This is an optimization exercise on Yosys and OpenROAD, whose aim is small area, not a production implementation.
Function was checked by simulation only, so behaviour that the tests miss may differ from the original.
Power figures rest on the tool's default switching activity, not on a simulated workload.

== alpha ==
==> flow/design.v <==
`default_nettype none
package yolo_pkg;
    localparam int GRID_COLS = 15;
    localparam int GRID_ROWS = 10;
    localparam int WIN_COL_LO = 1;
    localparam int WIN_COL_HI = 12;
    localparam int WIN_ROW_LO = 1;
    localparam int WIN_ROW_HI = 7;
    localparam int KEEP_N = 5;
    localparam int CONF_LSB = 32;
    localparam int RESULT_WORDS = 2 * KEEP_N;
    typedef logic [63:0] beat_t;
    typedef logic [7:0]  conf_t;
    typedef logic [31:0] box_t;
    typedef logic [3:0]  col_t;
    typedef logic [3:0]  row_t;
    typedef logic [31:0] word_t;
    typedef logic [3:0]  rd_addr_t;
    typedef enum logic [1:0] {
        SCAN_IDLE,
        SCAN_RUN,
        SCAN_DONE
    } scan_state_t;
endpackage
`default_nettype wire
`timescale 1ns/1ns
`default_nettype none
module grid_scanner (
    input  logic           clk,
    input  logic           e203_rst_n,
    input  logic           i_start,
    input  logic           i_clr,
    input  logic           i_valid,
    output logic           o_ready,
    output logic           o_done,
    output logic           o_beat_fire,
    output logic           o_in_window,
    output yolo_pkg::col_t o_col,
    output logic [2:0]     o_row,
    output logic           o_frame_open
);
    logic           run_q;
    logic           done_q;
    yolo_pkg::col_t col_q;
    yolo_pkg::row_t row_q;
    logic           col_wrap;
    logic           row_last;
    logic           frame_last;
    assign o_ready      = run_q;
    assign o_done       = done_q;
    assign o_frame_open = !run_q && !done_q && i_start;
    assign o_beat_fire  = i_valid && run_q;
    assign col_wrap   = (col_q == yolo_pkg::col_t'(yolo_pkg::GRID_COLS - 1));
    assign row_last   = (row_q == yolo_pkg::row_t'(yolo_pkg::GRID_ROWS - 1));
    assign frame_last = o_beat_fire && col_wrap && row_last;
    assign o_in_window = (col_q >= yolo_pkg::col_t'(yolo_pkg::WIN_COL_LO)) && (col_q <= yolo_pkg::col_t'(yolo_pkg::WIN_COL_HI)) &&
                         (row_q >= yolo_pkg::row_t'(yolo_pkg::WIN_ROW_LO)) && (row_q <= yolo_pkg::row_t'(yolo_pkg::WIN_ROW_HI));
    assign o_col = col_q;
    assign o_row = row_q[2:0];
    always_ff @(posedge clk or negedge e203_rst_n) begin
        if (!e203_rst_n) begin
            run_q  <= 1'b0;
            done_q <= 1'b0;
        end else begin
            run_q  <= o_frame_open || (run_q && !frame_last);
            done_q <= frame_last || (done_q && !i_clr);
        end
    end
    always_ff @(posedge clk or negedge e203_rst_n) begin
        if (!e203_rst_n) begin
            col_q <= '0;
            row_q <= '0;
        end else if (o_beat_fire) begin
            if (col_wrap) begin
                col_q <= '0;
                row_q <= row_last ? yolo_pkg::row_t'(0) : row_q + yolo_pkg::row_t'(1);
            end else begin
                col_q <= col_q + yolo_pkg::col_t'(1);
            end
        end
    end
endmodule
`default_nettype wire
`timescale 1ns/1ns
`default_nettype none
module top5_sorter (
    input  logic            clk,
    input  logic            e203_rst_n,
    input  logic            i_frame_open,
    input  logic            i_beat_fire,
    input  logic            i_in_window,
    input  yolo_pkg::beat_t i_beat,
    input  yolo_pkg::col_t  i_col,
    input  logic [2:0]      i_row,
    output yolo_pkg::conf_t [yolo_pkg::KEEP_N-1:0] o_conf,
    output yolo_pkg::box_t  [yolo_pkg::KEEP_N-1:0] o_box,
    output yolo_pkg::col_t  [yolo_pkg::KEEP_N-1:0] o_col,
    output logic [yolo_pkg::KEEP_N-1:0][2:0]       o_row,
    output logic [yolo_pkg::KEEP_N-1:0]            o_valid,
    output logic [yolo_pkg::KEEP_N-1:0][2:0]       o_rank
);
    localparam int N = yolo_pkg::KEEP_N;
    yolo_pkg::conf_t cur_conf;
    logic            take;
    yolo_pkg::conf_t [N-1:0] conf_q;
    yolo_pkg::box_t  [N-1:0] box_q;
    yolo_pkg::col_t  [N-1:0] col_q;
    logic [N-1:0][2:0]       row_q;
    logic [N-1:0]            valid_q;
    logic [N-1:0][2:0]       rank_q;
    logic [N-1:0]            gt;
    logic [N-1:0]            evict;
    logic [N-1:0]            load;
    logic                    ins;
    logic [2:0]              pos;
    function automatic logic conf_gt(input yolo_pkg::conf_t a, input yolo_pkg::conf_t b);
        logic g;
        g = 1'b0;
        for (int i = 0; i < 8; i++) begin
            g = (a[i] & ~b[i]) | ((a[i] | ~b[i]) & g);
        end
        conf_gt = g;
    endfunction
    assign cur_conf = i_beat[yolo_pkg::CONF_LSB +: 8];
    assign take     = i_beat_fire && i_in_window;
    always_comb begin
        for (int s = 0; s < N; s++) begin
            gt[s] = !valid_q[s] || conf_gt(cur_conf, conf_q[s]);
        end
    end
    always_comb begin
        for (int s = 0; s < N; s++) begin
            if (!valid_q[N-1]) begin
                evict[s] = !valid_q[s] && ((s == 0) || valid_q[(s == 0) ? 0 : s-1]);
            end else begin
                evict[s] = rank_q[s][2];
            end
            load[s] = take && evict[s] && gt[s] && (cur_conf != 8'h00);
        end
        ins = |load;
    end
    always_comb begin
        pos = 3'd0;
        for (int s = 0; s < N; s++) begin
            pos = pos + {2'b00, !gt[s]};
        end
    end
    always_ff @(posedge clk) begin
        for (int s = 0; s < N; s++) begin
            if (load[s]) begin
                conf_q[s] <= cur_conf;
                box_q[s]  <= i_beat[31:0];
                col_q[s]  <= i_col;
                row_q[s]  <= i_row;
            end
        end
    end
    always_ff @(posedge clk) begin
        for (int s = 0; s < N; s++) begin
            if (load[s]) begin
                rank_q[s] <= pos;
            end else if (ins && gt[s]) begin
                rank_q[s] <= rank_q[s] + 3'd1;
            end
        end
    end
    always_ff @(posedge clk or negedge e203_rst_n) begin
        if (!e203_rst_n) begin
            valid_q <= '0;
        end else if (i_frame_open) begin
            valid_q <= '0;
        end else begin
            valid_q <= valid_q | load;
        end
    end
    assign o_conf  = conf_q;
    assign o_box   = box_q;
    assign o_col   = col_q;
    assign o_row   = row_q;
    assign o_valid = valid_q;
    assign o_rank  = rank_q;
endmodule
`default_nettype wire
`timescale 1ns/1ns
`default_nettype none
module result_store (
    input  logic               clk,
    input  logic               e203_rst_n,
    input  yolo_pkg::conf_t [yolo_pkg::KEEP_N-1:0] i_conf,
    input  yolo_pkg::box_t  [yolo_pkg::KEEP_N-1:0] i_box,
    input  yolo_pkg::col_t  [yolo_pkg::KEEP_N-1:0] i_col,
    input  logic [yolo_pkg::KEEP_N-1:0][2:0]       i_row,
    input  logic [yolo_pkg::KEEP_N-1:0]            i_valid,
    input  logic [yolo_pkg::KEEP_N-1:0][2:0]       i_rank,
    input  yolo_pkg::rd_addr_t i_rd_addr,
    output yolo_pkg::word_t    o_rd_data
);
    localparam int N = yolo_pkg::KEEP_N;
    logic [N-1:0]       hit;
    logic [N-1:0]       hit_box;
    logic [N-1:0]       hit_info;
    logic [N-1:0]       sel_box_q;
    logic [N-1:0]       sel_info_q;
    always_ff @(posedge clk or negedge e203_rst_n) begin
        if (!e203_rst_n) begin
            sel_box_q  <= '0;
            sel_info_q <= '0;
        end else begin
            sel_box_q  <= hit_box;
            sel_info_q <= hit_info;
        end
    end
    always_comb begin
        for (int s = 0; s < N; s++) begin
            hit[s]      = i_valid[s] && (i_rank[s] == i_rd_addr[3:1]);
            hit_box[s]  = hit[s] && !i_rd_addr[0];
            hit_info[s] = hit[s] && i_rd_addr[0];
        end
    end
    always_comb begin
        o_rd_data = '0;
        for (int s = 0; s < N; s++) begin
            o_rd_data = o_rd_data | ({32{sel_box_q[s]}} & i_box[s])
                                  | ({32{sel_info_q[s]}} & {i_conf[s], i_col[s], 1'b0, i_row[s], 16'h0000});
        end
    end
endmodule
`default_nettype wire
`timescale 1ns/1ns
`default_nettype none
module yolo_layer_top (
    input  logic               clk,
    input  logic               e203_rst_n,
    input  logic               i_start,
    input  logic               i_clr,
    input  logic               i_valid,
    input  yolo_pkg::beat_t    i_beat,
    input  yolo_pkg::rd_addr_t i_rd_addr,
    output logic               o_ready,
    output yolo_pkg::word_t    o_rd_data,
    output logic               o_done
);
    wire       beat_fire;
    wire       in_window;
    wire yolo_pkg::col_t cur_col;
    wire [2:0] cur_row;
    wire       frame_open;
    wire yolo_pkg::conf_t [yolo_pkg::KEEP_N-1:0] rank_conf;
    wire yolo_pkg::box_t  [yolo_pkg::KEEP_N-1:0] rank_box;
    wire yolo_pkg::col_t  [yolo_pkg::KEEP_N-1:0] rank_col;
    wire [yolo_pkg::KEEP_N-1:0][2:0]             rank_row;
    wire [yolo_pkg::KEEP_N-1:0]                  rank_valid;
    wire [yolo_pkg::KEEP_N-1:0][2:0]             rank_pos;
    grid_scanner u_grid_scanner (
        .clk          (clk),
        .e203_rst_n   (e203_rst_n),
        .i_start      (i_start),
        .i_clr        (i_clr),
        .i_valid      (i_valid),
        .o_ready      (o_ready),
        .o_done       (o_done),
        .o_beat_fire  (beat_fire),
        .o_in_window  (in_window),
        .o_col        (cur_col),
        .o_row        (cur_row),
        .o_frame_open (frame_open)
    );
    top5_sorter u_top5_sorter (
        .clk          (clk),
        .e203_rst_n   (e203_rst_n),
        .i_frame_open (frame_open),
        .i_beat_fire  (beat_fire),
        .i_in_window  (in_window),
        .i_beat       (i_beat),
        .i_col        (cur_col),
        .i_row        (cur_row),
        .o_conf       (rank_conf),
        .o_box        (rank_box),
        .o_col        (rank_col),
        .o_row        (rank_row),
        .o_valid      (rank_valid),
        .o_rank       (rank_pos)
    );
    result_store u_result_store (
        .clk          (clk),
        .e203_rst_n   (e203_rst_n),
        .i_conf       (rank_conf),
        .i_box        (rank_box),
        .i_col        (rank_col),
        .i_row        (rank_row),
        .i_valid      (rank_valid),
        .i_rank       (rank_pos),
        .i_rd_addr    (i_rd_addr),
        .o_rd_data    (o_rd_data)
    );
endmodule
`default_nettype wire
export LEC_CHECK = 0
export CAP_MARGIN = 0
export CORE_MARGIN = 2
export CORE_UTILIZATION = 40
export CTS_CLUSTER_DIAMETER = 100
export CTS_CLUSTER_SIZE = 30
export SLEW_MARGIN = 0
create_clock -name core_clock -period 5.0 [get_ports {clk}]
standard.sh (not shown) runs the stock make flow with config.mk's settings and CLKGATE_MAP_FILE= SYNTH_SCRIPT=/design/flow/synth_recipe.tcl, a recipe that flattens the netlist after the stock synthesis.
==> flow/flow/run.sh <==
#!/bin/bash
# The standard layout, with the smallest buffer on each input and output port,
# and non-critical gates downsized after global routing.
set -euo pipefail
bash standard.sh BUFFER_PORTS_ARGS="-buffer_cell sky130_fd_sc_hd__buf_1" RECOVER_POWER=100 finish > standard_make.log 2>&1
The inputs of beta differ from those of alpha as listed below.
- a change of CAP_MARGIN from 0 to 20
- a change of SLEW_MARGIN from 0 to 20
- an added GPL_TIMING_DRIVEN of 0
### Flow results
Taking alpha as the reference point, the post-route cell area of beta rises by 0.94%. | via density per instance | beta vs alpha | 1.1% higher |. alpha -> beta: wire length of the first global-routing pass increased slightly. The sole clean run among beta and alpha is alpha.
Modified inputs, gamma compared to beta
- GPL_TIMING_DRIVEN: 0 -> unset
- SLEW_MARGIN: 20 -> 10
- CAP_MARGIN: 20 -> 10
- gamma ran to completion and came out clean on the timing, DRC and antenna checks.
- gamma — number of maximum-capacitance violations 2 lower, beta as reference
- When the final numbers for gamma and beta were put side by side, the register fraction of the total cell area turned out to be greater in gamma.
- Compared to beta, gamma has share of final layout cell area taken by non-clock buffers 0.48 points lower.
- Area of the core came out exactly the same in gamma and beta.
- Final design area excluding fillers in gamma is about 0.9% below beta.
- | ratio of final minimum period to clock period | gamma vs beta | 2.5 points lower |
- Between beta and gamma, the flow reports worst supply voltage drop on vdd decreasing by more than half.
- Comparing gamma and beta, post-DP HPWL is higher on beta.
- Comparing gamma and beta, the lower number of filler cells placed in the layout was measured on beta.
Modified inputs, delta compared to gamma
- SLEW_MARGIN now 20, was 10
- GPL_TIMING_DRIVEN now 0, previously not set
- GPL_ROUTABILITY_DRIVEN now 0, previously not set
- CAP_MARGIN now 20, was 10
## What came out
delta: all stages done; final checks FAILED (capacitance limit, slew limit).
Comparing delta and gamma, the higher smallest setup slack after layout is on gamma.
Detailed route, delta vs gamma: via total higher for delta
In the metrics for delta and gamma, the one carrying the higher logic depth of the worst path, buffers included is gamma.
Sort delta and gamma by clock power, descending, and delta comes first.
delta vs. gamma: combinational power share went up by 1.4 points.
Changes observed in delta relative to gamma: global-route wire length before repair saw an increase, routed wire length saw an increase.
Inputs modified between delta and epsilon:
- GPL_ROUTABILITY_DRIVEN no longer set, was 0
- GPL_TIMING_DRIVEN no longer set, was 0
==> flow/flow/run.sh <==
#!/bin/bash
# The standard layout, with the smallest buffer on each input and output port.
set -euo pipefail
bash standard.sh BUFFER_PORTS_ARGS="-buffer_cell sky130_fd_sc_hd__buf_1" finish > standard_make.log 2>&1
- epsilon | status: complete | timing, DRC, antenna: pass
- NOTE: power drawn by the combinational cells in epsilon falls short of that of delta
- Routed wire in epsilon totals less than in delta.
- Of the two values seen for worst hold path class, reg -> reg was produced by delta and in -> async by epsilon.
- In epsilon the first-pass GRT wire length turned out about 1.8% lower than in delta.
- Looking at post-layout worst setup margin, epsilon sits above delta.
- Going from delta to epsilon, count of cells along the worst register-to-register path rose by 5, average routed wire per standard cell moved down.
- Run comparison: epsilon top routing layer in use met4; delta top routing layer in use met5
- Row number of global-route vias before repair: epsilon lower / delta higher
- Delta (epsilon minus delta): leakage power of the design rose 0.78%, ratio of final minimum period to clock period fell 7.0 points.

## port drivers added, routing unchanged
How much do the figures lean on ideal ports? The routed layouts below were timed once more, with nothing changed but the port constraints.
Step 1 assumes that a clkbuf_16 drives the clock port and a buf_2 every other input.
Step 2 times the ports against the registers' clock, not the clock port: input delays grow and output delays shrink by t, the midpoint of the rising clock arrivals with the driver on.
a / b / c = no drivers / after step 1 / after step 2; a / b = the first two.
| run | t, ns | slack for setup (ns) | hold WS [ns] | slew at the worst register clock pin (ns) | worst slew at a driven data input, ns |
|---|---|---|---|---|---|
| alpha | 0.537 | 0.727 / 0.749 / 0.212 | 0.570 / 0.570 / 0.570 | 0.12 / 0.12 | 0.07 |
| beta | 0.538 | 0.603 / 0.623 / 0.086 | 0.564 / 0.564 / 0.564 | 0.12 / 0.12 | 0.07 |
| gamma | 0.537 | 0.727 / 0.749 / 0.212 | 0.570 / 0.570 / 0.570 | 0.12 / 0.12 | 0.07 |
| delta | 0.538 | 0.603 / 0.623 / 0.086 | 0.564 / 0.564 / 0.564 | 0.12 / 0.12 | 0.07 |
| epsilon | 0.536 | 0.951 / 0.976 / 0.440 | 0.460 / 0.431 / 0.569 | 0.11 / 0.11 | 0.06 |
